Background: an optimization exercise with open tools, aiming at small area, a short achievable clock period and few clock cycles per item. Do not read the settings as production practice. In this exercise RTL edits were held to simulation tests only and were not proved equivalent to the original.

==> flow/design.v, too long to show whole: its modules and the start of the top module <==
// module leu_cfg: 70 lines
// module leu_mul: 7006 lines
// module leu_core: 164 lines
// module lorenz_euler_step: 75 lines
module lorenz_euler_step (
    input  logic                      i_clk,
    input  logic                      i_rst_n,
    input  logic                      in_valid,
    output logic                      in_ready,
    input  logic                      in_kind,
    input  logic signed [COORD_W-1:0] in_seed_x,
    input  logic signed [COORD_W-1:0] in_seed_y,
    input  logic signed [COORD_W-1:0] in_seed_z,
    output logic                      out_valid,
    input  logic                      out_ready,
    output logic signed [COORD_W-1:0] out_x,
    output logic signed [COORD_W-1:0] out_y,
    output logic signed [COORD_W-1:0] out_z,
    output logic                      out_saturated,
    input  logic                      psel,
    input  logic                      penable,
    input  logic                      pwrite,
    input  logic [APB_AW-1:0]         paddr,
    input  logic [APB_DW-1:0]         pwdata,
    output logic [APB_DW-1:0]         prdata,
    output logic                      pready
);
  // ...
==> flow/run.sh <==
#!/bin/bash
# synth_recipe.tcl (not shown) runs the flow's synth.tcl, then flattens the netlist and writes it again
# the make line also repeats each setting of config.mk as NAME=value (left out here)
make -C /OpenROAD-flow-scripts/flow DESIGN_CONFIG=/design/flow/config.mk WORK_HOME=/design/flow/orfs CLKGATE_MAP_FILE= SYNTH_SCRIPT=/design/flow/synth_recipe.tcl finish
==> flow/config.mk <==
export PLATFORM = sky130hd
export DESIGN_NAME = lorenz_euler_step
export DESIGN_NICKNAME = lorenz_euler_step
export VERILOG_FILES = /design/flow/design.v
export SDC_FILE = /design/flow/constraint.sdc
export NUM_CORES = 4
export LEC_CHECK = 0
export CAP_MARGIN = 20
export CORE_MARGIN = 2
export CORE_UTILIZATION = 40
export PLACE_DENSITY = 0.6
export SETUP_SLACK_MARGIN = 2
export SLEW_MARGIN = 20
==> flow/constraint.sdc <==
create_clock -name core_clock -period 12.0 [get_ports {i_clk}]
set_input_delay 2.4000 -clock core_clock [delete_from_list [all_inputs] [get_ports {i_clk}]]
set_output_delay 2.4000 -clock core_clock [all_outputs]
set_load 0.01 [all_outputs]
==> impl_metrics.csv, run 1 <==
group,metric,value,unit
place,hpwlAfterDp,381,mm
layout,largestClassByArea,"multi-input gates",
layout,multi_input_gates,9711,
layout,final_util,43.9,%
detailed_routing,routed-via-count,104000,
critical_path,critical_path.top_delay_family,"compound AO/OA/AOI/OAI gates",
layout,final_common_cell,"a22oi_1",
status,outcome,"complete, no violations",
clock_tree,cts_resized,49,
yosys,synth_ff_type,"dfxtp_1",
yosys,yosys.cell_types.count,106,
critical_path,crit_path_end,"u_core.r_ym[31]$_SDFF_PN1_",
grt,grt_max_degree,65,
grt,antenna_found_initial,36,
detailed_routing,met3_wirelength,85.3,mm
grt,overflow,0,
place,io_buffers,258,
floorplan,dieWidth,539,µm
sta,final_hold_viol_count,0,
clock_tree,clkLatencyLatePin,0.76,ns
clock_tree,root_buffer,"clkbuf_16",
layout,largest_register_ffs,80,
sta,hold_ws,0.483,ns
clock_tree,path_clk_slew,0.07,ns
critical_path,crit_slowest_cell,"o21bai_1",
sta,fin_ws,2.01,ns
clock_tree,numCtsBuffers,57,
yosys,synth_xor_area_share,17.1,%
Testbench counts, summed over its fixed seeds: cycles 9,558, items 4,800.
==> run 2, diff against run 1 <==
--- a/flow/config.mk
+++ b/flow/config.mk
@@ -11,3 +11,3 @@
 export PLACE_DENSITY = 0.6
-export SETUP_SLACK_MARGIN = 2
+export SETUP_SLACK_MARGIN = 4
 export SLEW_MARGIN = 20
==> impl_metrics.csv, run 2 <==
group,metric,value,unit
sta,period_share,73.9,%
place,io_buffers,258,
floorplan,die-height,539,µm
sta,hold_ws,0.481,ns
layout,largest_register_ffs,80,
run,cap_viol_max_count,1,
sta,worst_pin_slew,1.48,ns
yosys,syn_inst,12500,
sta,clock-skew-final,0.0756,ns
critical_path,reg2reg_depth,30,
yosys,yosysMostFrequentCell,"a22oi_1",
sta,report.final.setup_viol,0,
sta,drv_slew,0,
critical_path,cp.required,12.61,ns
yosys,synth_edf_count,0,
yosys,synth_ff_type,"dfxtp_1",
sta,max_slew_margin,0.593,%
floorplan,core,285000,µm²
detailed_routing,ant_nets,0,
clock_tree,cts_tree,"done",
layout,top_regs,"u_cfg.r_coefs: 80 flops, u_core.r_mc1: 48 flops, u_core.r_mc2: 48 flops",
yosys,ys_seq_area_share,8.15,%
yosys,syn_area,115000,µm²
sta,rsz0062_at_grt,"yes",
yosys,ys_seq_elements,466,
critical_path,worstPathMaxFanout,4,
detailed_routing,viasPerCell,6.61,
floorplan,initial_core_util,40.2,%
critical_path,startpoint,"u_core.r_two[0]$_SDFF_PN0_",
detailed_routing,wl_per_cell,35.0,µm
place,finalWeightedCongestion,1.02,
status,outcome,"failed layout checks",
floorplan,die_area,291000,µm²
critical_path,crit_slowest_cell,"fa_2",
layout,num-nets-final,15200,
place,dp_slack,1.41,ns
layout,synthToLayoutAreaGrowth,21.0,%
yosys,async_flop_share,0,%
floorplan,fp-row-count,196,
status,violations,"max-capacitance violations",
layout,largest-register,"u_cfg.r_coefs",
critical_path,criticalPathCategory,"reg -> reg",
yosys,synth_nets,15000,
critical_path,slowest_delay,0.64,ns
layout,stdcell_area,139000,µm²
critical_path,rrSetupSlack,3.13,ns
clock_tree,numCtsBuffers,58,
grt,antenna_found_initial,26,
hold_path,hold_path.class,"reg -> reg",
yosys,synth_top_cell_by_area,"fa_1",
sta,fmaxAchievable,113,MHz
yosys,yosys.cell_types.count,106,
critical_path,critPathArrivalTime,9.47,ns
grt,grt.total_usage,38.8,%
sta,fin_ws,3.13,ns
grt,grt_max_degree,75,
place,placedCellCount,15800,
clock_tree,cts_buffer_depth,3,
clock_tree,clkLatencyLatePin,0.78,ns
floorplan,io_pins,272,
layout,final_cell_mix,"1855 x a22oi_1, 1721 x fa_1, 1370 x xnor2_1, 990 x inv_1, 817 x xor2_1",
layout,fin_cells,16500,
layout,final_util,48.6,%
clock_tree,h-tree-depth,2,
grt,grt_pass1_vias,109000,
layout,drive_gt1_share,19.1,%
detailed_routing,drcViolationCount,0,
critical_path,reg2reg_from,"u_core.r_two[0]$_SDFF_PN0_",
clock_tree,root_buffer,"clkbuf_16",
critical_path,crit_path_end,"u_core.r_mc1[5]$_SDFF_PN1_",
yosys,syn_avg_cell_area,9.15,µm²
layout,final_common_cell,"a22oi_1",
clock_tree,clock-sinks,466,
yosys,synthTopCellsByCount,"1910 x a22oi_1, 1881 x fa_1, 1397 x xnor2_1",
sta,fin_crit,8.87,ns
clock_tree,path_clk_slew,0.07,ns
detailed_routing,wl,579,mm
place,hpwlAfterDp,387,mm
detailed_routing,drt_pass1_iterations,10,
place,placed_cell_area,122000,µm²
critical_path,critPathLaunchType,"register",
yosys,synth_area_leaders,"fa_1 33%, a22oi_1 13%, xnor2_1 11%",
sta,tns,0,ns
floorplan,dieWidth,539,µm
critical_path,cp-end-kind,"register",
yosys,synth_warnings,2,
sta,final_hold_viol_count,0,
grt,overflow,0,
yosys,netlist.area_leader.share,32.9,%
detailed_routing,drt_iter0_drc,15900,
critical_path,rr_endpoint,"u_core.r_mc1[5]$_SDFF_PN1_",
grt,grt_pass1_wl,817,mm
detailed_routing,routed-via-count,109000,
[run 2: cell counts after synthesis]
Identical to the previous run, type by type.
[run 2: critical path, delay by kind of cell (launching register included)]
| family | cells | cell delay, ns |
|---|---|---|
| fa+ha+maj | 8 | 3.98 |
| compound gates | 7 | 1.68 |
| simple gates | 6 | 1.23 |
| buf+inv | 7 | 1.01 |
| flops | 1 | 0.38 |
| xor+xnor | 2 | 0.38 |
[run 2: logic make-up (layout without fill, tap and decap cells)]
kind of cell               after synthesis  after routing  share of synthesized area (%)
AOI/OAI and AO/OA                     3311           3312                           20.7
xor gates and xnor gates              2230           2230                           17.1
adders and majority gates             2369           2369                           38.2
buffers and inverters                 2345           2580                           7.81
DFF                                    466            466                           8.15
muxes                                  142            142                           1.42
other                                    1             19                        0.00327
and+or+nand+nor                       1656           1666                           6.69
[run 2: routing by layer]
layer / global-route usage, % / vias up / part of all wire [%]
met5: 1.17 / - / 0.14
met4: 27.1 / 40 / 9.4
met3: 20.3 / 2668 / 17
met2: 54.1 / 9489 / 40
met1: 45.3 / 54300 / 34
li1: - / 43000 / -
[run 2: cell type report]
cell class                 count  area (µm²)
fill                       26500      146000
timing repair buffer        1433       15700
sequential                   466        9760
multi-input combinational   9720      102000
antenna                       18        45.0
tap                         3762        4710
timing repair inverter         1        8.76
inverter                    1036        4080
clock buffer                  77        1620
clock inverter                33         523
[run 2: how the worst min path moves through the flow]
| stage | cells after the start | startpoint | end | slack, ns |
|---|---|---|---|---|
| finish | 2 | u_cfg.r_coefs[35]$_SDFFE_PN0P_ | u_cfg.r_coefs[35]$_SDFFE_PN0P_ | 0.48 |
| global route | 2 | u_cfg.r_coefs[36]$_SDFFE_PN0P_ | u_cfg.r_coefs[36]$_SDFFE_PN0P_ | 0.50 |
| CTS | 2 | u_cfg.r_coefs[36]$_SDFFE_PN0P_ | u_cfg.r_coefs[36]$_SDFFE_PN0P_ | 0.48 |
| detailed placement | 2 | u_cfg.r_coefs[18]$_SDFFE_PN0P_ | u_cfg.r_coefs[18]$_SDFFE_PN0P_ | 0.47 |
| global placement | 2 | u_cfg.r_coefs[36]$_SDFFE_PN0P_ | u_cfg.r_coefs[36]$_SDFFE_PN0P_ | 0.46 |
| floorplan | 2 | u_cfg.r_coefs[16]$_SDFFE_PN0P_ | u_cfg.r_coefs[16]$_SDFFE_PN0P_ | 0.45 |
[run 2: repair_timing]
action                                  in CTS  in global routing
setup buffers                              493                 83
endpoints found under the setup margin     304                290
cloned                                      46                  7
pin swaps                                  498                181
hold buffers                                 0                  0
endpoints found under the hold margin        0                  0
resized for setup                         1442                270

afterwards: timing with drivers on the ports:
How much do the figures lean on ideal ports? The routed layouts below were timed once more, with nothing changed but the port constraints.
Step 1, drivers: a clkbuf_16 drives i_clk and a buf_2 each remaining input, both assumed.
Step 2 adds t to the input delays and takes it off the output delays; t is the mean of the earliest and latest rising clock arrival at the registers after step 1. Input paths then give back, and output paths get back, about the clock's delay inside the block.
a / b / c = no drivers / after step 1 / after step 2; a / b = the first two.
| run | t, ns | slack for setup (ns) | worst hold slack (ns) | worst data-port slew with drivers (ns) | cell pins on the clock port's net |
|---|---|---|---|---|---|
| run 1 | 0.788 | 2.010 / 2.010 / 2.010 | 0.483 / 0.483 / 0.483 | 0.28 | 1 |
| run 2 | 0.817 | 3.133 / 3.133 / 3.133 | 0.481 / 0.481 / 0.481 | 0.23 | 1 |
